Context: an optimization exercise on an open-source flow, tuned for small area, a short achievable clock period and few clock cycles per item. The choices shown serve that exercise and are no tape-out recipe. Function not checked in this run: the RTL went through the layout flow alone. Power figures rest on the tool's default switching activity, not on a simulated workload.

$ cat flow/design.v
package sia_pkg;
    localparam logic [2:0] CMD_ADD = 3'd0;
    localparam logic [2:0] CMD_SUB = 3'd1;
    localparam logic [2:0] CMD_DIV = 3'd2;
    localparam logic [2:0] CMD_MUL = 3'd3;
    localparam logic [2:0] CMD_REM = 3'd4;
endpackage
module signed_int_alu_div_mod_core (
    input  logic        i_clk,
    input  logic        i_rst_n,
    input  logic        i_valid,
    output logic        o_ready,
    input  logic [2:0]  i_command,
    input  logic [31:0] i_operand_a,
    input  logic [31:0] i_operand_b,
    output logic        o_valid,
    input  logic        i_ready,
    output logic [31:0] o_result,
    output logic        o_status
);
    logic        r_ov, r_sv, r_rdy;
    logic [32:0] r_od, r_oh, r_sd;
    logic [4:0]  r_cnt;
    logic        w_rec, w_push, w_end_v, w_st;
    logic [31:0] w_res;
    logic        w_cmul, w_cdv, w_csub, w_cnone, w_cdiv, w_crem;
    assign w_cmul  = (i_command == 3'd3);
    assign w_cdiv  = (i_command == 3'd2);
    assign w_crem  = (i_command == 3'd4);
    assign w_cdv   = w_cdiv | w_crem;
    assign w_csub  = (i_command == 3'd1);
    assign w_cnone = i_command[2] & (i_command[1] | i_command[0]);
    logic [31:0] w_ora, w_orb, w_d0, w_n0;
    logic        w_na, w_nb, w_negb, w_neg0;
    logic [1:0]  w_t0;
    assign w_ora[0] = 1'b0;
    assign w_orb[0] = 1'b0;
    genvar gi;
    generate for (gi = 1; gi < 32; gi = gi + 1) begin : g_or
        assign w_ora[gi] = |i_operand_a[gi-1:0];
        assign w_orb[gi] = |i_operand_b[gi-1:0];
    end endgenerate
    assign w_na   = i_operand_a[31];
    assign w_nb   = i_operand_b[31];
    assign w_negb = w_csub | (w_cdv & !w_nb);
    assign w_d0   = w_cmul ? (i_operand_a ^ ~w_ora) : (w_cnone ? 32'd0 : (i_operand_b ^ (w_orb & {32{w_negb}})));
    assign w_n0   = w_cmul ? i_operand_b : w_cnone ? 32'd0 : (i_operand_a ^ (w_ora & {32{w_cdv & w_na}}));
    assign w_neg0 = (w_cdiv & (w_na ^ w_nb)) | (w_crem & w_na);
    assign w_t0   = w_cmul ? 2'd1 : w_cdiv ? 2'd2 : w_crem ? 2'd3 : 2'd0;
    logic        r_v0, r_g0;
    logic [1:0]  r_t0;
    logic [31:0] r_d0, r_n0;
    always_ff @(posedge i_clk) begin
        if (!i_rst_n) r_v0 <= 1'b0;
        else r_v0 <= w_rec ? w_end_v : (i_valid && r_rdy);
        r_t0 <= w_rec ? {w_st, 1'b0} : w_t0;
        r_g0 <= w_rec ? 1'b0 : w_neg0;
        r_d0 <= w_rec ? w_res : w_d0;
        r_n0 <= w_rec ? 32'd0 : w_n0;
    end
    logic w_m1, w_dv1, w_as1;
    assign w_m1  = !r_t0[1] & r_t0[0];
    assign w_dv1 = r_t0[1];
    assign w_as1 = !r_t0[1] & !r_t0[0];
    logic [0:0] w_x0, w_s0, w_r0;
    logic        w_c0, w_hz0, w_sel0;
    logic [31:0] w_q0;
    assign w_x0 = r_n0[31];
    assign {w_c0, w_s0} = {1'b0, w_x0} + {1'b0, r_d0[0:0]};
    assign w_hz0 = &r_d0[31:1];
    assign w_sel0 = (w_m1 & r_n0[31]) | (w_dv1 & w_hz0 & w_c0);
    assign w_r0 = w_sel0 ? w_s0 : w_x0;
    assign w_q0 = {r_n0[30:0], w_sel0};
    logic [1:0] w_x1, w_s1, w_r1;
    logic        w_c1, w_hz1, w_sel1;
    logic [31:0] w_q1;
    assign w_x1 = {w_r0, w_q0[31]};
    assign {w_c1, w_s1} = {1'b0, w_x1} + {1'b0, r_d0[1:0]};
    assign w_hz1 = &r_d0[31:2];
    assign w_sel1 = (w_m1 & w_q0[31]) | (w_dv1 & w_hz1 & w_c1);
    assign w_r1 = w_sel1 ? w_s1 : w_x1;
    assign w_q1 = {w_q0[30:0], w_sel1};
    logic        r_v1, r_g1;
    logic [1:0]  r_t1;
    logic [31:0] r_d1, r_n1;
    logic [1:0] r_r1;
    always_ff @(posedge i_clk) begin
        if (!i_rst_n) r_v1 <= 1'b0;
        else r_v1 <= r_v0;
        r_t1 <= r_t0;
        r_g1 <= r_g0;
        r_d1 <= r_d0;
        r_n1 <= w_q1;
        r_r1 <= w_r1;
    end
    logic w_m2, w_dv2, w_as2;
    assign w_m2  = !r_t1[1] & r_t1[0];
    assign w_dv2 = r_t1[1];
    assign w_as2 = !r_t1[1] & !r_t1[0];
    logic [2:0] w_x2, w_s2, w_r2;
    logic        w_c2, w_hz2, w_sel2;
    logic [31:0] w_q2;
    assign w_x2 = {r_r1, r_n1[31]};
    assign {w_c2, w_s2} = {1'b0, w_x2} + {1'b0, r_d1[2:0]};
    assign w_hz2 = &r_d1[31:3];
    assign w_sel2 = (w_m2 & r_n1[31]) | (w_dv2 & w_hz2 & w_c2);
    assign w_r2 = w_sel2 ? w_s2 : w_x2;
    assign w_q2 = {r_n1[30:0], w_sel2};
    logic [3:0] w_x3, w_s3, w_r3;
    logic        w_c3, w_hz3, w_sel3;
    logic [31:0] w_q3;
    assign w_x3 = {w_r2, w_q2[31]};
    assign {w_c3, w_s3} = {1'b0, w_x3} + {1'b0, r_d1[3:0]};
    assign w_hz3 = &r_d1[31:4];
    assign w_sel3 = (w_m2 & w_q2[31]) | (w_dv2 & w_hz3 & w_c3);
    assign w_r3 = w_sel3 ? w_s3 : w_x3;
    assign w_q3 = {w_q2[30:0], w_sel3};
    logic        r_v2, r_g2;
    logic [1:0]  r_t2;
    logic [31:0] r_d2, r_n2;
    logic [3:0] r_r2;
    always_ff @(posedge i_clk) begin
        if (!i_rst_n) r_v2 <= 1'b0;
        else r_v2 <= r_v1;
        r_t2 <= r_t1;
        r_g2 <= r_g1;
        r_d2 <= r_d1;
        r_n2 <= w_q3;
        r_r2 <= w_r3;
    end
    logic w_m3, w_dv3, w_as3;
    assign w_m3  = !r_t2[1] & r_t2[0];
    assign w_dv3 = r_t2[1];
    assign w_as3 = !r_t2[1] & !r_t2[0];
    logic [4:0] w_x4, w_s4, w_r4;
    logic        w_c4, w_hz4, w_sel4;
    logic [31:0] w_q4;
    assign w_x4 = {r_r2, r_n2[31]};
    assign {w_c4, w_s4} = {1'b0, w_x4} + {1'b0, r_d2[4:0]};
    assign w_hz4 = &r_d2[31:5];
    assign w_sel4 = (w_m3 & r_n2[31]) | (w_dv3 & w_hz4 & w_c4);
    assign w_r4 = w_sel4 ? w_s4 : w_x4;
    assign w_q4 = {r_n2[30:0], w_sel4};
    logic [5:0] w_x5, w_s5, w_r5;
    logic        w_c5, w_hz5, w_sel5;
    logic [31:0] w_q5;
    assign w_x5 = {w_r4, w_q4[31]};
    assign {w_c5, w_s5} = {1'b0, w_x5} + {1'b0, r_d2[5:0]};
    assign w_hz5 = &r_d2[31:6];
    assign w_sel5 = (w_m3 & w_q4[31]) | (w_dv3 & w_hz5 & w_c5);
    assign w_r5 = w_sel5 ? w_s5 : w_x5;
    assign w_q5 = {w_q4[30:0], w_sel5};
    logic        r_v3, r_g3;
    logic [1:0]  r_t3;
    logic [31:0] r_d3, r_n3;
    logic [5:0] r_r3;
    always_ff @(posedge i_clk) begin
        if (!i_rst_n) r_v3 <= 1'b0;
        else r_v3 <= r_v2;
        r_t3 <= r_t2;
        r_g3 <= r_g2;
        r_d3 <= r_d2;
        r_n3 <= w_q5;
        r_r3 <= w_r5;
    end
    logic w_m4, w_dv4, w_as4;
    assign w_m4  = !r_t3[1] & r_t3[0];
    assign w_dv4 = r_t3[1];
    assign w_as4 = !r_t3[1] & !r_t3[0];
    logic [6:0] w_x6, w_s6, w_r6;
    logic        w_c6, w_hz6, w_sel6;
    logic [31:0] w_q6;
    assign w_x6 = {r_r3, r_n3[31]};
    assign {w_c6, w_s6} = {1'b0, w_x6} + {1'b0, r_d3[6:0]};
    assign w_hz6 = &r_d3[31:7];
    assign w_sel6 = (w_m4 & r_n3[31]) | (w_dv4 & w_hz6 & w_c6);
    assign w_r6 = w_sel6 ? w_s6 : w_x6;
    assign w_q6 = {r_n3[30:0], w_sel6};
    logic [7:0] w_x7, w_s7, w_r7;
    logic        w_c7, w_hz7, w_sel7;
    logic [31:0] w_q7;
    assign w_x7 = {w_r6, w_q6[31]};
    assign {w_c7, w_s7} = {1'b0, w_x7} + {1'b0, r_d3[7:0]};
    assign w_hz7 = &r_d3[31:8];
    assign w_sel7 = (w_m4 & w_q6[31]) | (w_dv4 & w_hz7 & w_c7);
    assign w_r7 = w_sel7 ? w_s7 : w_x7;
    assign w_q7 = {w_q6[30:0], w_sel7};
    logic        r_v4, r_g4;
    logic [1:0]  r_t4;
    logic [31:0] r_d4, r_n4;
    logic [7:0] r_r4;
    always_ff @(posedge i_clk) begin
        if (!i_rst_n) r_v4 <= 1'b0;
        else r_v4 <= r_v3;
        r_t4 <= r_t3;
        r_g4 <= r_g3;
        r_d4 <= r_d3;
        r_n4 <= w_q7;
        r_r4 <= w_r7;
    end
    logic w_m5, w_dv5, w_as5;
    assign w_m5  = !r_t4[1] & r_t4[0];
    assign w_dv5 = r_t4[1];
    assign w_as5 = !r_t4[1] & !r_t4[0];
    logic [8:0] w_x8, w_s8, w_r8;
    logic        w_c8, w_hz8, w_sel8;
    logic [31:0] w_q8;
    assign w_x8 = {r_r4, r_n4[31]};
    assign {w_c8, w_s8} = {1'b0, w_x8} + {1'b0, r_d4[8:0]};
    assign w_hz8 = &r_d4[31:9];
    assign w_sel8 = (w_m5 & r_n4[31]) | (w_dv5 & w_hz8 & w_c8);
    assign w_r8 = w_sel8 ? w_s8 : w_x8;
    assign w_q8 = {r_n4[30:0], w_sel8};
    logic [9:0] w_x9, w_s9, w_r9;
    logic        w_c9, w_hz9, w_sel9;
    logic [31:0] w_q9;
    assign w_x9 = {w_r8, w_q8[31]};
    assign {w_c9, w_s9} = {1'b0, w_x9} + {1'b0, r_d4[9:0]};
    assign w_hz9 = &r_d4[31:10];
    assign w_sel9 = (w_m5 & w_q8[31]) | (w_dv5 & w_hz9 & w_c9);
    assign w_r9 = w_sel9 ? w_s9 : w_x9;
    assign w_q9 = {w_q8[30:0], w_sel9};
    logic        r_v5, r_g5;
    logic [1:0]  r_t5;
    logic [31:0] r_d5, r_n5;
    logic [9:0] r_r5;
    always_ff @(posedge i_clk) begin
        if (!i_rst_n) r_v5 <= 1'b0;
        else r_v5 <= r_v4;
        r_t5 <= r_t4;
        r_g5 <= r_g4;
        r_d5 <= r_d4;
        r_n5 <= w_q9;
        r_r5 <= w_r9;
    end
    logic w_m6, w_dv6, w_as6;
    assign w_m6  = !r_t5[1] & r_t5[0];
    assign w_dv6 = r_t5[1];
    assign w_as6 = !r_t5[1] & !r_t5[0];
    logic [10:0] w_x10, w_s10, w_r10;
    logic        w_c10, w_hz10, w_sel10;
    logic [31:0] w_q10;
    assign w_x10 = {r_r5, r_n5[31]};
    assign {w_c10, w_s10} = {1'b0, w_x10} + {1'b0, r_d5[10:0]};
    assign w_hz10 = &r_d5[31:11];
    assign w_sel10 = (w_m6 & r_n5[31]) | (w_dv6 & w_hz10 & w_c10);
    assign w_r10 = w_sel10 ? w_s10 : w_x10;
    assign w_q10 = {r_n5[30:0], w_sel10};
    logic [11:0] w_x11, w_s11, w_r11;
    logic        w_c11, w_hz11, w_sel11;
    logic [31:0] w_q11;
    assign w_x11 = {w_r10, w_q10[31]};
    assign {w_c11, w_s11} = {1'b0, w_x11} + {1'b0, r_d5[11:0]};
    assign w_hz11 = &r_d5[31:12];
    assign w_sel11 = (w_m6 & w_q10[31]) | (w_dv6 & w_hz11 & w_c11);
    assign w_r11 = w_sel11 ? w_s11 : w_x11;
    assign w_q11 = {w_q10[30:0], w_sel11};
    logic        r_v6, r_g6;
    logic [1:0]  r_t6;
    logic [31:0] r_d6, r_n6;
    logic [11:0] r_r6;
    always_ff @(posedge i_clk) begin
        if (!i_rst_n) r_v6 <= 1'b0;
        else r_v6 <= r_v5;
        r_t6 <= r_t5;
        r_g6 <= r_g5;
        r_d6 <= r_d5;
        r_n6 <= w_q11;
        r_r6 <= w_r11;
    end
    logic w_m7, w_dv7, w_as7;
    assign w_m7  = !r_t6[1] & r_t6[0];
    assign w_dv7 = r_t6[1];
    assign w_as7 = !r_t6[1] & !r_t6[0];
    logic [12:0] w_x12, w_s12, w_r12;
    logic        w_c12, w_hz12, w_sel12;
    logic [31:0] w_q12;
    assign w_x12 = {r_r6, r_n6[31]};
    assign {w_c12, w_s12} = {1'b0, w_x12} + {1'b0, r_d6[12:0]};
    assign w_hz12 = &r_d6[31:13];
    assign w_sel12 = (w_m7 & r_n6[31]) | (w_dv7 & w_hz12 & w_c12);
    assign w_r12 = w_sel12 ? w_s12 : w_x12;
    assign w_q12 = {r_n6[30:0], w_sel12};
    logic        r_v7, r_g7;
    logic [1:0]  r_t7;
    logic [31:0] r_d7, r_n7;
    logic [12:0] r_r7;
    always_ff @(posedge i_clk) begin
        if (!i_rst_n) r_v7 <= 1'b0;
        else r_v7 <= r_v6;
        r_t7 <= r_t6;
        r_g7 <= r_g6;
        r_d7 <= r_d6;
        r_n7 <= w_q12;
        r_r7 <= w_r12;
    end
    logic w_m8, w_dv8, w_as8;
    assign w_m8  = !r_t7[1] & r_t7[0];
    assign w_dv8 = r_t7[1];
    assign w_as8 = !r_t7[1] & !r_t7[0];
    logic [13:0] w_x13, w_s13, w_r13;
    logic        w_c13, w_hz13, w_sel13;
    logic [31:0] w_q13;
    assign w_x13 = {r_r7, r_n7[31]};
    assign {w_c13, w_s13} = {1'b0, w_x13} + {1'b0, r_d7[13:0]};
    assign w_hz13 = &r_d7[31:14];
    assign w_sel13 = (w_m8 & r_n7[31]) | (w_dv8 & w_hz13 & w_c13);
    assign w_r13 = w_sel13 ? w_s13 : w_x13;
    assign w_q13 = {r_n7[30:0], w_sel13};
    logic        r_v8, r_g8;
    logic [1:0]  r_t8;
    logic [31:0] r_d8, r_n8;
    logic [13:0] r_r8;
    always_ff @(posedge i_clk) begin
        if (!i_rst_n) r_v8 <= 1'b0;
        else r_v8 <= r_v7;
        r_t8 <= r_t7;
        r_g8 <= r_g7;
        r_d8 <= r_d7;
        r_n8 <= w_q13;
        r_r8 <= w_r13;
    end
    logic w_m9, w_dv9, w_as9;
    assign w_m9  = !r_t8[1] & r_t8[0];
    assign w_dv9 = r_t8[1];
    assign w_as9 = !r_t8[1] & !r_t8[0];
    logic [14:0] w_x14, w_s14, w_r14;
    logic        w_c14, w_hz14, w_sel14;
    logic [31:0] w_q14;
    assign w_x14 = {r_r8, r_n8[31]};
    assign {w_c14, w_s14} = {1'b0, w_x14} + {1'b0, r_d8[14:0]};
    assign w_hz14 = &r_d8[31:15];
    assign w_sel14 = (w_m9 & r_n8[31]) | (w_dv9 & w_hz14 & w_c14);
    assign w_r14 = w_sel14 ? w_s14 : w_x14;
    assign w_q14 = {r_n8[30:0], w_sel14};
    logic        r_v9, r_g9;
    logic [1:0]  r_t9;
    logic [31:0] r_d9, r_n9;
    logic [14:0] r_r9;
    always_ff @(posedge i_clk) begin
        if (!i_rst_n) r_v9 <= 1'b0;
        else r_v9 <= r_v8;
        r_t9 <= r_t8;
        r_g9 <= r_g8;
        r_d9 <= r_d8;
        r_n9 <= w_q14;
        r_r9 <= w_r14;
    end
    logic w_m10, w_dv10, w_as10;
    assign w_m10  = !r_t9[1] & r_t9[0];
    assign w_dv10 = r_t9[1];
    assign w_as10 = !r_t9[1] & !r_t9[0];
    logic [15:0] w_x15, w_s15, w_r15;
    logic        w_c15, w_hz15, w_sel15;
    logic [31:0] w_q15;
    assign w_x15 = {r_r9, r_n9[31]};
    assign {w_c15, w_s15} = {1'b0, w_x15} + {1'b0, r_d9[15:0]};
    assign w_hz15 = &r_d9[31:16];
    assign w_sel15 = (w_m10 & r_n9[31]) | (w_dv10 & w_hz15 & w_c15);
    assign w_r15 = w_sel15 ? w_s15 : w_x15;
    assign w_q15 = {r_n9[30:0], w_sel15};
    logic        r_v10, r_g10;
    logic [1:0]  r_t10;
    logic [31:0] r_d10, r_n10;
    logic [15:0] r_r10;
    always_ff @(posedge i_clk) begin
        if (!i_rst_n) r_v10 <= 1'b0;
        else r_v10 <= r_v9;
        r_t10 <= r_t9;
        r_g10 <= r_g9;
        r_d10 <= r_d9;
        r_n10 <= w_q15;
        r_r10 <= w_r15;
    end
    logic w_m11, w_dv11, w_as11;
    assign w_m11  = !r_t10[1] & r_t10[0];
    assign w_dv11 = r_t10[1];
    assign w_as11 = !r_t10[1] & !r_t10[0];
    logic [16:0] w_x16, w_s16, w_r16;
    logic        w_c16, w_hz16, w_sel16;
    logic [31:0] w_q16;
    assign w_x16 = {r_r10, r_n10[31]};
    assign {w_c16, w_s16} = {1'b0, w_x16} + {1'b0, r_d10[16:0]};
    assign w_hz16 = &r_d10[31:17];
    assign w_sel16 = (w_m11 & r_n10[31]) | (w_dv11 & w_hz16 & w_c16);
    assign w_r16 = w_sel16 ? w_s16 : w_x16;
    assign w_q16 = {r_n10[30:0], w_sel16};
    logic        r_v11, r_g11;
    logic [1:0]  r_t11;
    logic [31:0] r_d11, r_n11;
    logic [16:0] r_r11;
    always_ff @(posedge i_clk) begin
        if (!i_rst_n) r_v11 <= 1'b0;
        else r_v11 <= r_v10;
        r_t11 <= r_t10;
        r_g11 <= r_g10;
        r_d11 <= r_d10;
        r_n11 <= w_q16;
        r_r11 <= w_r16;
    end
    logic w_m12, w_dv12, w_as12;
    assign w_m12  = !r_t11[1] & r_t11[0];
    assign w_dv12 = r_t11[1];
    assign w_as12 = !r_t11[1] & !r_t11[0];
    logic [17:0] w_x17, w_s17, w_r17;
    logic        w_c17, w_hz17, w_sel17;
    logic [31:0] w_q17;
    assign w_x17 = {r_r11, r_n11[31]};
    assign {w_c17, w_s17} = {1'b0, w_x17} + {1'b0, r_d11[17:0]};
    assign w_hz17 = &r_d11[31:18];
    assign w_sel17 = (w_m12 & r_n11[31]) | (w_dv12 & w_hz17 & w_c17);
    assign w_r17 = w_sel17 ? w_s17 : w_x17;
    assign w_q17 = {r_n11[30:0], w_sel17};
    logic        r_v12, r_g12;
    logic [1:0]  r_t12;
    logic [31:0] r_d12, r_n12;
    logic [17:0] r_r12;
    always_ff @(posedge i_clk) begin
        if (!i_rst_n) r_v12 <= 1'b0;
        else r_v12 <= r_v11;
        r_t12 <= r_t11;
        r_g12 <= r_g11;
        r_d12 <= r_d11;
        r_n12 <= w_q17;
        r_r12 <= w_r17;
    end
    logic w_m13, w_dv13, w_as13;
    assign w_m13  = !r_t12[1] & r_t12[0];
    assign w_dv13 = r_t12[1];
    assign w_as13 = !r_t12[1] & !r_t12[0];
    logic [18:0] w_x18, w_s18, w_r18;
    logic        w_c18, w_hz18, w_sel18;
    logic [31:0] w_q18;
    assign w_x18 = {r_r12, r_n12[31]};
    assign {w_c18, w_s18} = {1'b0, w_x18} + {1'b0, r_d12[18:0]};
    assign w_hz18 = &r_d12[31:19];
    assign w_sel18 = (w_m13 & r_n12[31]) | (w_dv13 & w_hz18 & w_c18);
    assign w_r18 = w_sel18 ? w_s18 : w_x18;
    assign w_q18 = {r_n12[30:0], w_sel18};
    logic        r_v13, r_g13;
    logic [1:0]  r_t13;
    logic [31:0] r_d13, r_n13;
    logic [18:0] r_r13;
    always_ff @(posedge i_clk) begin
        if (!i_rst_n) r_v13 <= 1'b0;
        else r_v13 <= r_v12;
        r_t13 <= r_t12;
        r_g13 <= r_g12;
        r_d13 <= r_d12;
        r_n13 <= w_q18;
        r_r13 <= w_r18;
    end
    logic w_m14, w_dv14, w_as14;
    assign w_m14  = !r_t13[1] & r_t13[0];
    assign w_dv14 = r_t13[1];
    assign w_as14 = !r_t13[1] & !r_t13[0];
    logic [19:0] w_x19, w_s19, w_r19;
    logic        w_c19, w_hz19, w_sel19;
    logic [31:0] w_q19;
    assign w_x19 = {r_r13, r_n13[31]};
    assign {w_c19, w_s19} = {1'b0, w_x19} + {1'b0, r_d13[19:0]};
    assign w_hz19 = &r_d13[31:20];
    assign w_sel19 = (w_m14 & r_n13[31]) | (w_dv14 & w_hz19 & w_c19);
    assign w_r19 = w_sel19 ? w_s19 : w_x19;
    assign w_q19 = {r_n13[30:0], w_sel19};
    logic        r_v14, r_g14;
    logic [1:0]  r_t14;
    logic [31:0] r_d14, r_n14;
    logic [19:0] r_r14;
    always_ff @(posedge i_clk) begin
        if (!i_rst_n) r_v14 <= 1'b0;
        else r_v14 <= r_v13;
        r_t14 <= r_t13;
        r_g14 <= r_g13;
        r_d14 <= r_d13;
        r_n14 <= w_q19;
        r_r14 <= w_r19;
    end
    logic w_m15, w_dv15, w_as15;
    assign w_m15  = !r_t14[1] & r_t14[0];
    assign w_dv15 = r_t14[1];
    assign w_as15 = !r_t14[1] & !r_t14[0];
    logic [20:0] w_x20, w_s20, w_r20;
    logic        w_c20, w_hz20, w_sel20;
    logic [31:0] w_q20;
    assign w_x20 = {r_r14, r_n14[31]};
    assign {w_c20, w_s20} = {1'b0, w_x20} + {1'b0, r_d14[20:0]};
    assign w_hz20 = &r_d14[31:21];
    assign w_sel20 = (w_m15 & r_n14[31]) | (w_dv15 & w_hz20 & w_c20);
    assign w_r20 = w_sel20 ? w_s20 : w_x20;
    assign w_q20 = {r_n14[30:0], w_sel20};
    logic        r_v15, r_g15;
    logic [1:0]  r_t15;
    logic [31:0] r_d15, r_n15;
    logic [20:0] r_r15;
    always_ff @(posedge i_clk) begin
        if (!i_rst_n) r_v15 <= 1'b0;
        else r_v15 <= r_v14;
        r_t15 <= r_t14;
        r_g15 <= r_g14;
        r_d15 <= r_d14;
        r_n15 <= w_q20;
        r_r15 <= w_r20;
    end
    logic w_m16, w_dv16, w_as16;
    assign w_m16  = !r_t15[1] & r_t15[0];
    assign w_dv16 = r_t15[1];
    assign w_as16 = !r_t15[1] & !r_t15[0];
    logic [21:0] w_x21, w_s21, w_r21;
    logic        w_c21, w_hz21, w_sel21;
    logic [31:0] w_q21;
    assign w_x21 = {r_r15, r_n15[31]};
    assign {w_c21, w_s21} = {1'b0, w_x21} + {1'b0, r_d15[21:0]};
    assign w_hz21 = &r_d15[31:22];
    assign w_sel21 = (w_m16 & r_n15[31]) | (w_dv16 & w_hz21 & w_c21);
    assign w_r21 = w_sel21 ? w_s21 : w_x21;
    assign w_q21 = {r_n15[30:0], w_sel21};
    logic        r_v16, r_g16;
    logic [1:0]  r_t16;
    logic [31:0] r_d16, r_n16;
    logic [21:0] r_r16;
    always_ff @(posedge i_clk) begin
        if (!i_rst_n) r_v16 <= 1'b0;
        else r_v16 <= r_v15;
        r_t16 <= r_t15;
        r_g16 <= r_g15;
        r_d16 <= r_d15;
        r_n16 <= w_q21;
        r_r16 <= w_r21;
    end
    logic w_m17, w_dv17, w_as17;
    assign w_m17  = !r_t16[1] & r_t16[0];
    assign w_dv17 = r_t16[1];
    assign w_as17 = !r_t16[1] & !r_t16[0];
    logic [22:0] w_x22, w_s22, w_r22;
    logic        w_c22, w_hz22, w_sel22;
    logic [31:0] w_q22;
    assign w_x22 = {r_r16, r_n16[31]};
    assign {w_c22, w_s22} = {1'b0, w_x22} + {1'b0, r_d16[22:0]};
    assign w_hz22 = &r_d16[31:23];
    assign w_sel22 = (w_m17 & r_n16[31]) | (w_dv17 & w_hz22 & w_c22);
    assign w_r22 = w_sel22 ? w_s22 : w_x22;
    assign w_q22 = {r_n16[30:0], w_sel22};
    logic        r_v17, r_g17;
    logic [1:0]  r_t17;
    logic [31:0] r_d17, r_n17;
    logic [22:0] r_r17;
    always_ff @(posedge i_clk) begin
        if (!i_rst_n) r_v17 <= 1'b0;
        else r_v17 <= r_v16;
        r_t17 <= r_t16;
        r_g17 <= r_g16;
        r_d17 <= r_d16;
        r_n17 <= w_q22;
        r_r17 <= w_r22;
    end
    logic w_m18, w_dv18, w_as18;
    assign w_m18  = !r_t17[1] & r_t17[0];
    assign w_dv18 = r_t17[1];
    assign w_as18 = !r_t17[1] & !r_t17[0];
    logic [23:0] w_x23, w_s23, w_r23;
    logic        w_c23, w_hz23, w_sel23;
    logic [31:0] w_q23;
    assign w_x23 = {r_r17, r_n17[31]};
    assign {w_c23, w_s23} = {1'b0, w_x23} + {1'b0, r_d17[23:0]};
    assign w_hz23 = &r_d17[31:24];
    assign w_sel23 = (w_m18 & r_n17[31]) | (w_dv18 & w_hz23 & w_c23);
    assign w_r23 = w_sel23 ? w_s23 : w_x23;
    assign w_q23 = {r_n17[30:0], w_sel23};
    logic        r_v18, r_g18;
    logic [1:0]  r_t18;
    logic [31:0] r_d18, r_n18;
    logic [23:0] r_r18;
    always_ff @(posedge i_clk) begin
        if (!i_rst_n) r_v18 <= 1'b0;
        else r_v18 <= r_v17;
        r_t18 <= r_t17;
        r_g18 <= r_g17;
        r_d18 <= r_d17;
        r_n18 <= w_q23;
        r_r18 <= w_r23;
    end
    logic w_m19, w_dv19, w_as19;
    assign w_m19  = !r_t18[1] & r_t18[0];
    assign w_dv19 = r_t18[1];
    assign w_as19 = !r_t18[1] & !r_t18[0];
    logic [24:0] w_x24, w_s24, w_r24;
    logic        w_c24, w_hz24, w_sel24;
    logic [31:0] w_q24;
    assign w_x24 = {r_r18, r_n18[31]};
    assign {w_c24, w_s24} = {1'b0, w_x24} + {1'b0, r_d18[24:0]};
    assign w_hz24 = &r_d18[31:25];
    assign w_sel24 = (w_m19 & r_n18[31]) | (w_dv19 & w_hz24 & w_c24);
    assign w_r24 = w_sel24 ? w_s24 : w_x24;
    assign w_q24 = {r_n18[30:0], w_sel24};
    logic        r_v19, r_g19;
    logic [1:0]  r_t19;
    logic [31:0] r_d19, r_n19;
    logic [24:0] r_r19;
    always_ff @(posedge i_clk) begin
        if (!i_rst_n) r_v19 <= 1'b0;
        else r_v19 <= r_v18;
        r_t19 <= r_t18;
        r_g19 <= r_g18;
        r_d19 <= r_d18;
        r_n19 <= w_q24;
        r_r19 <= w_r24;
    end
    logic w_m20, w_dv20, w_as20;
    assign w_m20  = !r_t19[1] & r_t19[0];
    assign w_dv20 = r_t19[1];
    assign w_as20 = !r_t19[1] & !r_t19[0];
    logic [25:0] w_x25, w_s25, w_r25;
    logic        w_c25, w_hz25, w_sel25;
    logic [31:0] w_q25;
    assign w_x25 = {r_r19, r_n19[31]};
    assign {w_c25, w_s25} = {1'b0, w_x25} + {1'b0, r_d19[25:0]};
    assign w_hz25 = &r_d19[31:26];
    assign w_sel25 = (w_m20 & r_n19[31]) | (w_dv20 & w_hz25 & w_c25);
    assign w_r25 = w_sel25 ? w_s25 : w_x25;
    assign w_q25 = {r_n19[30:0], w_sel25};
    logic        r_v20, r_g20;
    logic [1:0]  r_t20;
    logic [31:0] r_d20, r_n20;
    logic [25:0] r_r20;
    always_ff @(posedge i_clk) begin
        if (!i_rst_n) r_v20 <= 1'b0;
        else r_v20 <= r_v19;
        r_t20 <= r_t19;
        r_g20 <= r_g19;
        r_d20 <= r_d19;
        r_n20 <= w_q25;
        r_r20 <= w_r25;
    end
    logic w_m21, w_dv21, w_as21;
    assign w_m21  = !r_t20[1] & r_t20[0];
    assign w_dv21 = r_t20[1];
    assign w_as21 = !r_t20[1] & !r_t20[0];
    logic [26:0] w_x26, w_s26, w_r26;
    logic        w_c26, w_hz26, w_sel26;
    logic [31:0] w_q26;
    assign w_x26 = {r_r20, r_n20[31]};
    assign {w_c26, w_s26} = {1'b0, w_x26} + {1'b0, r_d20[26:0]};
    assign w_hz26 = &r_d20[31:27];
    assign w_sel26 = (w_m21 & r_n20[31]) | (w_dv21 & w_hz26 & w_c26);
    assign w_r26 = w_sel26 ? w_s26 : w_x26;
    assign w_q26 = {r_n20[30:0], w_sel26};
    logic        r_v21, r_g21;
    logic [1:0]  r_t21;
    logic [31:0] r_d21, r_n21;
    logic [26:0] r_r21;
    always_ff @(posedge i_clk) begin
        if (!i_rst_n) r_v21 <= 1'b0;
        else r_v21 <= r_v20;
        r_t21 <= r_t20;
        r_g21 <= r_g20;
        r_d21 <= r_d20;
        r_n21 <= w_q26;
        r_r21 <= w_r26;
    end
    logic w_m22, w_dv22, w_as22;
    assign w_m22  = !r_t21[1] & r_t21[0];
    assign w_dv22 = r_t21[1];
    assign w_as22 = !r_t21[1] & !r_t21[0];
    logic [27:0] w_x27, w_s27, w_r27;
    logic        w_c27, w_hz27, w_sel27;
    logic [31:0] w_q27;
    assign w_x27 = {r_r21, r_n21[31]};
    assign {w_c27, w_s27} = {1'b0, w_x27} + {1'b0, r_d21[27:0]};
    assign w_hz27 = &r_d21[31:28];
    assign w_sel27 = (w_m22 & r_n21[31]) | (w_dv22 & w_hz27 & w_c27);
    assign w_r27 = w_sel27 ? w_s27 : w_x27;
    assign w_q27 = {r_n21[30:0], w_sel27};
    logic        r_v22, r_g22;
    logic [1:0]  r_t22;
    logic [31:0] r_d22, r_n22;
    logic [27:0] r_r22;
    always_ff @(posedge i_clk) begin
        if (!i_rst_n) r_v22 <= 1'b0;
        else r_v22 <= r_v21;
        r_t22 <= r_t21;
        r_g22 <= r_g21;
        r_d22 <= r_d21;
        r_n22 <= w_q27;
        r_r22 <= w_r27;
    end
    logic w_m23, w_dv23, w_as23;
    assign w_m23  = !r_t22[1] & r_t22[0];
    assign w_dv23 = r_t22[1];
    assign w_as23 = !r_t22[1] & !r_t22[0];
    logic [28:0] w_x28, w_s28, w_r28;
    logic        w_c28, w_hz28, w_sel28;
    logic [31:0] w_q28;
    assign w_x28 = {r_r22, r_n22[31]};
    assign {w_c28, w_s28} = {1'b0, w_x28} + {1'b0, r_d22[28:0]};
    assign w_hz28 = &r_d22[31:29];
    assign w_sel28 = (w_m23 & r_n22[31]) | (w_dv23 & w_hz28 & w_c28);
    assign w_r28 = w_sel28 ? w_s28 : w_x28;
    assign w_q28 = {r_n22[30:0], w_sel28};
    logic        r_v23, r_g23;
    logic [1:0]  r_t23;
    logic [31:0] r_d23, r_n23;
    logic [28:0] r_r23;
    always_ff @(posedge i_clk) begin
        if (!i_rst_n) r_v23 <= 1'b0;
        else r_v23 <= r_v22;
        r_t23 <= r_t22;
        r_g23 <= r_g22;
        r_d23 <= r_d22;
        r_n23 <= w_q28;
        r_r23 <= w_r28;
    end
    logic w_m24, w_dv24, w_as24;
    assign w_m24  = !r_t23[1] & r_t23[0];
    assign w_dv24 = r_t23[1];
    assign w_as24 = !r_t23[1] & !r_t23[0];
    logic [29:0] w_x29, w_s29, w_r29;
    logic        w_c29, w_hz29, w_sel29;
    logic [31:0] w_q29;
    assign w_x29 = {r_r23, r_n23[31]};
    assign {w_c29, w_s29} = {1'b0, w_x29} + {1'b0, r_d23[29:0]};
    assign w_hz29 = &r_d23[31:30];
    assign w_sel29 = (w_m24 & r_n23[31]) | (w_dv24 & w_hz29 & w_c29);
    assign w_r29 = w_sel29 ? w_s29 : w_x29;
    assign w_q29 = {r_n23[30:0], w_sel29};
    logic        r_v24, r_g24;
    logic [1:0]  r_t24;
    logic [31:0] r_d24, r_n24;
    logic [29:0] r_r24;
    always_ff @(posedge i_clk) begin
        if (!i_rst_n) r_v24 <= 1'b0;
        else r_v24 <= r_v23;
        r_t24 <= r_t23;
        r_g24 <= r_g23;
        r_d24 <= r_d23;
        r_n24 <= w_q29;
        r_r24 <= w_r29;
    end
    logic w_m25, w_dv25, w_as25;
    assign w_m25  = !r_t24[1] & r_t24[0];
    assign w_dv25 = r_t24[1];
    assign w_as25 = !r_t24[1] & !r_t24[0];
    logic [30:0] w_x30, w_s30, w_r30;
    logic        w_c30, w_hz30, w_sel30;
    logic [31:0] w_q30;
    assign w_x30 = {r_r24, r_n24[31]};
    assign {w_c30, w_s30} = {1'b0, w_x30} + {1'b0, r_d24[30:0]};
    assign w_hz30 = &r_d24[31:31];
    assign w_sel30 = (w_m25 & r_n24[31]) | (w_dv25 & w_hz30 & w_c30);
    assign w_r30 = w_sel30 ? w_s30 : w_x30;
    assign w_q30 = {r_n24[30:0], w_sel30};
    logic        r_v25, r_g25;
    logic [1:0]  r_t25;
    logic [31:0] r_d25, r_n25;
    logic [30:0] r_r25;
    always_ff @(posedge i_clk) begin
        if (!i_rst_n) r_v25 <= 1'b0;
        else r_v25 <= r_v24;
        r_t25 <= r_t24;
        r_g25 <= r_g24;
        r_d25 <= r_d24;
        r_n25 <= w_q30;
        r_r25 <= w_r30;
    end
    logic w_m26, w_dv26, w_as26;
    assign w_m26  = !r_t25[1] & r_t25[0];
    assign w_dv26 = r_t25[1];
    assign w_as26 = !r_t25[1] & !r_t25[0];
    logic [31:0] w_x31, w_s31, w_r31;
    logic        w_c31, w_hz31, w_sel31;
    logic [31:0] w_q31;
    assign w_x31 = {r_r25, r_n25[31]};
    assign {w_c31, w_s31} = {1'b0, w_x31} + {1'b0, r_d25[31:0]};
    assign w_sel31 = (w_m26 & r_n25[31]) | (w_dv26 & w_c31) | w_as26;
    assign w_r31 = w_sel31 ? w_s31 : w_x31;
    assign w_q31 = {r_n25[30:0], w_sel31};
    logic        r_v26, r_g26;
    logic [1:0]  r_t26;
    logic [31:0] r_d26, r_n26;
    logic [31:0] r_r26;
    always_ff @(posedge i_clk) begin
        if (!i_rst_n) r_v26 <= 1'b0;
        else r_v26 <= r_v25;
        r_t26 <= r_t25;
        r_g26 <= r_g25;
        r_d26 <= r_d25;
        r_n26 <= w_q31;
        r_r26 <= w_r31;
    end
    logic        w_dz;
    logic [31:0] w_mag, w_orm;
    assign w_dz  = ~|r_d26;
    assign w_st  = r_t26[1] & w_dz;
    assign w_mag = (r_t26 == 2'd2) ? r_n26 : r_r26;
    assign w_orm[0] = 1'b0;
    generate for (gi = 1; gi < 32; gi = gi + 1) begin : g_orm
        assign w_orm[gi] = |w_mag[gi-1:0];
    end endgenerate
    assign w_res = w_st ? 32'd0 : (w_mag ^ (w_orm & {32{r_g26}}));
    assign w_end_v = r_v26;
    assign w_rec   = w_end_v && (r_sv || (r_cnt != 5'd0));
    assign w_push  = w_end_v && !r_sv && (r_cnt == 5'd0);
    logic        n_ov, n_sv, n_end_v;
    logic [4:0]  n_cnt;
    always_comb begin
        n_ov = r_ov;
        n_sv = r_sv;
        if (!r_ov || i_ready) begin
            n_ov = r_sv || w_push;
            n_sv = 1'b0;
        end else if (w_push) begin
            n_sv = 1'b1;
        end
        if (w_rec && r_cnt == 5'd0) n_cnt = 5'd26;
        else if (r_cnt != 5'd0)     n_cnt = r_cnt - 5'd1;
        else                           n_cnt = r_cnt;
        n_end_v = r_v25;
    end
    always_ff @(posedge i_clk) begin
        if (!i_rst_n) begin
            r_ov  <= 1'b0;
            r_sv  <= 1'b0;
            r_cnt <= 5'd0;
            r_rdy <= 1'b1;
        end else begin
            r_ov  <= n_ov;
            r_sv  <= n_sv;
            r_cnt <= n_cnt;
            r_rdy <= (n_cnt == 5'd0) && !(n_end_v && n_sv);
        end
        if (!r_sv) r_sd <= {w_st, w_res};
        r_od <= (r_ov && !i_ready) ? r_oh : r_sv ? r_sd : {w_st, w_res};
        r_oh <= (r_ov && !i_ready) ? r_od : r_sv ? r_sd : {w_st, w_res};
    end
    assign o_ready  = r_rdy;
    assign o_valid  = r_ov;
    assign o_result = r_od[31:0];
    assign o_status = r_od[32];
endmodule
$ cat flow/flow/run.sh
#!/bin/bash
set -euo pipefail
bash standard.sh synth > standard_synth.log 2>&1
cat >> config.mk <<'EOM'
export DONT_USE_CELLS += sky130_fd_sc_hd__clkdlybuf4s15_1 sky130_fd_sc_hd__clkdlybuf4s15_2 sky130_fd_sc_hd__clkdlybuf4s18_1 sky130_fd_sc_hd__clkdlybuf4s18_2 sky130_fd_sc_hd__clkdlybuf4s25_1 sky130_fd_sc_hd__clkdlybuf4s25_2 sky130_fd_sc_hd__clkdlybuf4s50_1 sky130_fd_sc_hd__clkdlybuf4s50_2 sky130_fd_sc_hd__dlygate4sd1_1 sky130_fd_sc_hd__dlygate4sd2_1 sky130_fd_sc_hd__dlygate4sd3_1 sky130_fd_sc_hd__dlymetal6s2s_1 sky130_fd_sc_hd__dlymetal6s4s_1 sky130_fd_sc_hd__dlymetal6s6s_1
EOM
bash standard.sh place > standard_place.log 2>&1
echo "export SETUP_SLACK_MARGIN = ${FLOW_MARGIN_NS:-6.8}" >> config.mk
bash standard.sh finish > standard_finish.log 2>&1
$ cat flow/standard.sh
#!/bin/bash
# synth_recipe.tcl (not shown) runs the flow's synth.tcl, then flattens the netlist and writes it again
# the make line also repeats each setting of config.mk as NAME=value (left out here)
make -C /OpenROAD-flow-scripts/flow DESIGN_CONFIG=/design/flow/config.mk WORK_HOME=/design/flow/orfs CLKGATE_MAP_FILE= SYNTH_SCRIPT=/design/flow/synth_recipe.tcl "${@:-finish}"
$ cat flow/config.mk
export PLATFORM = sky130hd
export DESIGN_NAME = signed_int_alu_div_mod_core
export DESIGN_NICKNAME = signed_int_alu_div_mod_core
export VERILOG_FILES = /design/flow/design.v
export SDC_FILE = /design/flow/constraint.sdc
export NUM_CORES = 4
export LEC_CHECK = 0
export ABC_AREA = 1
export CAP_MARGIN = 20
export CORE_MARGIN = 2
export CORE_UTILIZATION = 40
export CTS_CLUSTER_DIAMETER = 120
export CTS_CLUSTER_SIZE = 26
export SLEW_MARGIN = 20
export DONT_USE_CELLS += sky130_fd_sc_hd__clkdlybuf4s15_1 sky130_fd_sc_hd__clkdlybuf4s15_2 sky130_fd_sc_hd__clkdlybuf4s18_1 sky130_fd_sc_hd__clkdlybuf4s18_2 sky130_fd_sc_hd__clkdlybuf4s25_1 sky130_fd_sc_hd__clkdlybuf4s25_2 sky130_fd_sc_hd__clkdlybuf4s50_1 sky130_fd_sc_hd__clkdlybuf4s50_2 sky130_fd_sc_hd__dlygate4sd1_1 sky130_fd_sc_hd__dlygate4sd2_1 sky130_fd_sc_hd__dlygate4sd3_1 sky130_fd_sc_hd__dlymetal6s2s_1 sky130_fd_sc_hd__dlymetal6s4s_1 sky130_fd_sc_hd__dlymetal6s6s_1
export SETUP_SLACK_MARGIN = 6.8
$ cat flow/constraint.sdc
create_clock -name core_clock -period 10.0 [get_ports {i_clk}]
set_input_delay 2.0000 -clock core_clock [delete_from_list [all_inputs] [get_ports {i_clk}]]
set_output_delay 2.0000 -clock core_clock [all_outputs]
set_load 0.01 [all_outputs]
==> summary.txt <==
## power groups by stage
| stage | logic (W) | registers (W) | clock network, W |
|---|---|---|---|
| final | 0.00899 | 0.0126 | 0.00491 |
| after CTS | 0.00868 | 0.0126 | 0.00507 |
| after floorplan | 0.00622 | 0.0121 | 0 |
| after global routing | 0.0100 | 0.0127 | 0.00540 |
| after detailed placement | 0.00834 | 0.0127 | 0 |
| after global placement | 0.00834 | 0.0128 | 0 |
## layout by cell type (no fill, tap or decap), types with 29 or more instances in the layout
master,n
sky130_fd_sc_hd__a21boi_0,33
sky130_fd_sc_hd__a21o_1,59
sky130_fd_sc_hd__a21oi_1,628
sky130_fd_sc_hd__buf_1,182
sky130_fd_sc_hd__buf_2,69
sky130_fd_sc_hd__buf_6,60
sky130_fd_sc_hd__clkbuf_16,105
sky130_fd_sc_hd__dfxtp_1,2346
sky130_fd_sc_hd__dfxtp_2,69
sky130_fd_sc_hd__ha_1,479
sky130_fd_sc_hd__ha_4,50
sky130_fd_sc_hd__inv_1,690
sky130_fd_sc_hd__nand2_1,2476
sky130_fd_sc_hd__nand2_2,66
sky130_fd_sc_hd__nand3_1,812
sky130_fd_sc_hd__nand3_2,62
sky130_fd_sc_hd__nand3b_1,49
sky130_fd_sc_hd__nand4_1,155
sky130_fd_sc_hd__nor2_1,588
sky130_fd_sc_hd__nor3_1,115
sky130_fd_sc_hd__nor4_1,29
sky130_fd_sc_hd__o211ai_1,34
sky130_fd_sc_hd__o21ai_0,414
sky130_fd_sc_hd__o21ai_1,52
sky130_fd_sc_hd__o21bai_1,55
sky130_fd_sc_hd__or2_2,39
sky130_fd_sc_hd__xnor2_1,151
sky130_fd_sc_hd__xor2_1,278
## stage by stage
| stage | setup slack (ns) | hold slack (ns) | utilization |
|---|---|---|---|
| floorplan | 6.18 | 0.310 | - |
| global placement | 4.64 | 0.309 | 0.418 |
| detailed placement | 4.53 | 0.312 | 0.418 |
| CTS | 6.61 | 0.289 | 0.440 |
| global route | 6.39 | 0.312 | 0.448 |
| finish | 6.54 | 0.291 | 0.448 |
## routing by layer
metal,vias to the layer above,global-route usage,routed length [um]
met2,1589,0.394,131000
met1,32700,0.296,121000
li1,34500,-,-
met4,0,0.0877,12000
met3,412,0.0227,10500
met5,-,0,0
## critical path, stage by stage, from the launching register on
cell and delay [ns]:
sky130_fd_sc_hd__dfxtp_4 0.37, sky130_fd_sc_hd__ha_4 0.26, sky130_fd_sc_hd__nand3_4 0.08, sky130_fd_sc_hd__nand3_4 0.09, sky130_fd_sc_hd__a21oi_4 0.14, sky130_fd_sc_hd__o21ai_2 0.07
sky130_fd_sc_hd__nand2_1 0.08, sky130_fd_sc_hd__nand2_2 0.07, sky130_fd_sc_hd__nand3_4 0.16, sky130_fd_sc_hd__buf_8 0.17, sky130_fd_sc_hd__nand3_2 0.11, sky130_fd_sc_hd__and2_4 0.19
sky130_fd_sc_hd__ha_4 0.26, sky130_fd_sc_hd__inv_2 0.05, sky130_fd_sc_hd__o21bai_4 0.17, sky130_fd_sc_hd__a31oi_1 0.14, sky130_fd_sc_hd__o211ai_1 0.22, sky130_fd_sc_hd__nand2_1 0.15
sky130_fd_sc_hd__nand2_4 0.11, sky130_fd_sc_hd__clkinvlp_4 0.19, sky130_fd_sc_hd__buf_6 0.18, sky130_fd_sc_hd__nand3_1 0.08, sky130_fd_sc_hd__nand2_1 0.06
## cell families (layout without fill, tap and decap cells)
logic type                 count (synthesis)  after routing  synth area share
buffers and inverters                    921           1187            0.0400
and+or+nand+nor                         4522           4529             0.213
adders and majority gates                564            564            0.0802
DFF                                     2435           2435             0.537
AOI/OAI and AO/OA                       1449           1449            0.0882
other                                      0             14                 0
xor gates and xnor gates                 432            432            0.0416
## what timing repair did
item | in CTS | in global routing
gates resized for setup | 447 | 288
endpoints found under the setup margin | 554 | 454
setup buffers | 94 | 104
hold buffers | 0 | 0
gates cloned | 8 | 4
pin swaps | 78 | 132
## worst max-delay path by stage
stage | endpoint | slack, ns
2_1_floorplan | r_d0[17] | 6.18
3_3_place_gp | r_r6[1] | 4.64
3_5_place_dp | r_r6[1] | 4.53
4_1_cts | o_result[17] | 6.61
5_1_grt | r_r6[1] | 6.39
6_report | r_r6[1] | 6.54
## layout make-up
cell class,count,share of cell area
timing repair inverter,4,0.000285
antenna,14,0.000347
clock inverter,11,0.00206
inverter,721,0.0273
timing repair buffer,345,0.0202
clock buffer,106,0.0261
sequential,2435,0.485
multi-input combinational,6974,0.402
tap,2992,0.0371
==> summary.txt <==
Outcome:
- The run finished with no timing, DRC or antenna violations.

Critical path:
- The reg-to-reg setup timing slack is 6.54 ns.
- The worst setup path is captured at a flip-flop.
- For the worst flop-to-flop path, the logic depth is 22.
- The launching element of the worst setup path is r_d5[2].
- The critical path is of the reg2reg type.
- The data arrival time of the worst path is 4.18 ns.
- The worst flop-to-flop path endpoint is r_r6[1].
- The worst flop-to-flop path startpoint is r_d5[2].
- The required time of the worst setup path is 10.72 ns.
- The critical-path maximum fanout is 7.
- The startpoint type of the worst setup path is a flip-flop.

Job:
- The max-cap check violation count is 0.

GRT:
- For this run, the total global-route usage over all layers was measured as 0.229.
- The number of antenna violations at the first check in global routing is 31.
- Global routing finished with a remaining overflow of 0.
- The number of global-route vias before repair is 67500.
- The first global-routing pass estimated 408000 um of wire.
- The pin count of the biggest net entering global routing is 58.

CTS:
- For the worst-skew pair, the clock arrives at the later sink with an insertion delay of 0.80 ns.
- After clock tree synthesis, the clock-pin slew on the worst setup and hold paths is 0.11 ns.
- The clock tree from TritonCTS is yes.
- The number of buffers on the longest clock path is 3.
- The clock tree synthesis step divided the H-tree into 3 levels.
- The cell chosen for the clock root is sky130_fd_sc_hd__clkbuf_16.
- The number of buffers inserted during clock tree synthesis is 104.
- The clock net in this run drives a total of 2435 sinks.

Detailed routing:
- The detailed router finished its first iteration with 5145 violations.
- In the final routed layout, each cell accounts on average for 20.1 um.
- In this run the remaining antenna-violating nets after routing total 0.
- The routed via count divided by cell count is 5.09.
- The count of vias placed by the detailed router is 69200.
- After detailed routing, the number of remaining DRC violations is 0.
- The count of TritonRoute iterations in the first routing pass is 7.
- The aggregate routed wire length is 274000 um.

Placement:
- Summing all placed instances gives a cell area of 94300 sq um.
- The number of I/O port buffers is 105.
- Counting tap cells, the placed design contains a total of 13300 instances.
- Once detailed placement completed, the half-perimeter wirelength came to 213000 um.
- The final estimated routing congestion in global placement is 0.977.

Power:
- The share of total power dissipated in sequential elements is 0.475.
- IR analysis of the VDD net gives a maximum drop of 0.000153 V.
- The power density of the placed cells is 262 nW/um^2.
- The share of total power dissipated in the clock network is 0.185.
- The analysis attributes to cell leakage a power of 45.2 nW.
- The combinational cell fraction of total power is 0.339.
- The total power of the final layout is 0.0265 W.
- The switching fraction of total power is 0.376.
- The total net switching power is 0.00995 W.
- The internal portion of the total power is 0.0165 W.

Timing:
- Timing would allow up to 289 MHz.
- For the pin with the worst max-slew slack, the measured transition is 1.11 ns.
- Setup repair after global routing could not meet its margin everywhere.
- Setup violations remaining at the end of the flow were counted as 0.
- The summed negative setup slack over all endpoints is 0 ns.
- The number of failing hold endpoints at the final stage is 0.
- Subtracting the final worst setup slack from the clock period gives 3.46 ns.
- Between clock sinks in the finished design, the worst skew comes to 0.0649 ns.
- The number of pins exceeding their max-slew limit in the final report is 0.
- Dividing the final minimum period by the clock period gives 0.346.
- Measured against its own limit, the worst slew margin works out to 0.255.

Die:
- For this configuration, the core starts out at a cell density of 0.403.
- The area enclosed by the die boundary is 231000 sq um.
- The die width is 481 um.
- The count of boundary I/O pins is 106.
- The total area inside the core boundary comes to 225000 sq um.
- The number of core rows is 174.
- Measured along the y axis, the die boundary spans 481 um.

Layout:
- The share of post-route cells with drive strength above 1 is 0.0772.
- After the flow finishes, the layout carries non-filler instances totaling 13600.
- The post-layout instance area is 101000 sq um.
- After the last flow step, the layout net total stands at 11200.
- Registers take 48900 sq um.
- The largest registers in the layout are r_od x33, r_oh x33, r_sd x33.
- In the final layout, the multi-input gates occupy 40600 sq um.
- The area growth from synthesis to layout is 11.1%.
- The fill cell instance count of the final layout is 21900.

Synthesis:
- The number of warnings reported in the yosys synthesis log is 1.
- The number of nets in the synthesized netlist is 11000.
- The sequential fraction of the synthesis area is 0.537.
- Among all flip-flop cells after synthesis, the most frequent one is sky130_fd_sc_hd__dfxtp_1.
- The number of enable-type register cells in the synthesized netlist is 0.
- The number of unique standard cell types used by synthesis is 58.
- Yosys attributes the largest share of cell area to sky130_fd_sc_hd__dfxtp_1 54%, sky130_fd_sc_hd__nand2_1 11%, sky130_fd_sc_hd__ha_1 7.3%.
- In the post-synthesis netlist, the cell with the most instances is sky130_fd_sc_hd__nand2_1.
- The cell area that synthesis handed to floorplanning was 90900 sq um.
- The commonest cells after synthesis are 2554 x sky130_fd_sc_hd__nand2_1, 2435 x sky130_fd_sc_hd__dfxtp_1, 864 x sky130_fd_sc_hd__nand3_1.
- In the synthesized netlist the async set-or-reset flop fraction comes to 0.
- The mean area per synthesized cell is 8.80 sq um.
- The fraction of post-synthesis cell area in the top cell type by area is 0.537.
- The synthesized design contains 2435 register bits.
- The post-synthesis cell type with the largest combined area is sky130_fd_sc_hd__dfxtp_1.
- Synthesis produced 10300 cells.

Hold path:
- The number of instances on the worst hold path is 0.
- The beginning of the worst hold path is r_n17[1].
- In this run the worst hold path is classified as reg2reg.
- The worst hold path terminates at r_n18[2].

## separate check: timing with driven ports
The flow's constraints put no driver on any port. The routed layout listed below was extracted and timed again, unchanged, in two steps.
Step 1: set_driving_cell puts a clkbuf_16 on i_clk and a buf_2 on each other input, an assumption about the parent block.
Step 2, shift: input delay + t, output delay - t, t = (earliest + latest rising clock arrival at the registers) / 2. This alone moves slack from input paths to output paths.
a / b / c = no drivers / after step 1 / after step 2; a / b = the first two.
t, ns: 0.881
setup WS [ns]: 6.540 / 6.540 / 5.956
worst data-port slew with drivers (ns): 0.19
After both steps this run still meets setup and hold. For this run, drivers alone change the setup slack by 0.000 ns; drivers and shift together by -0.584 ns.
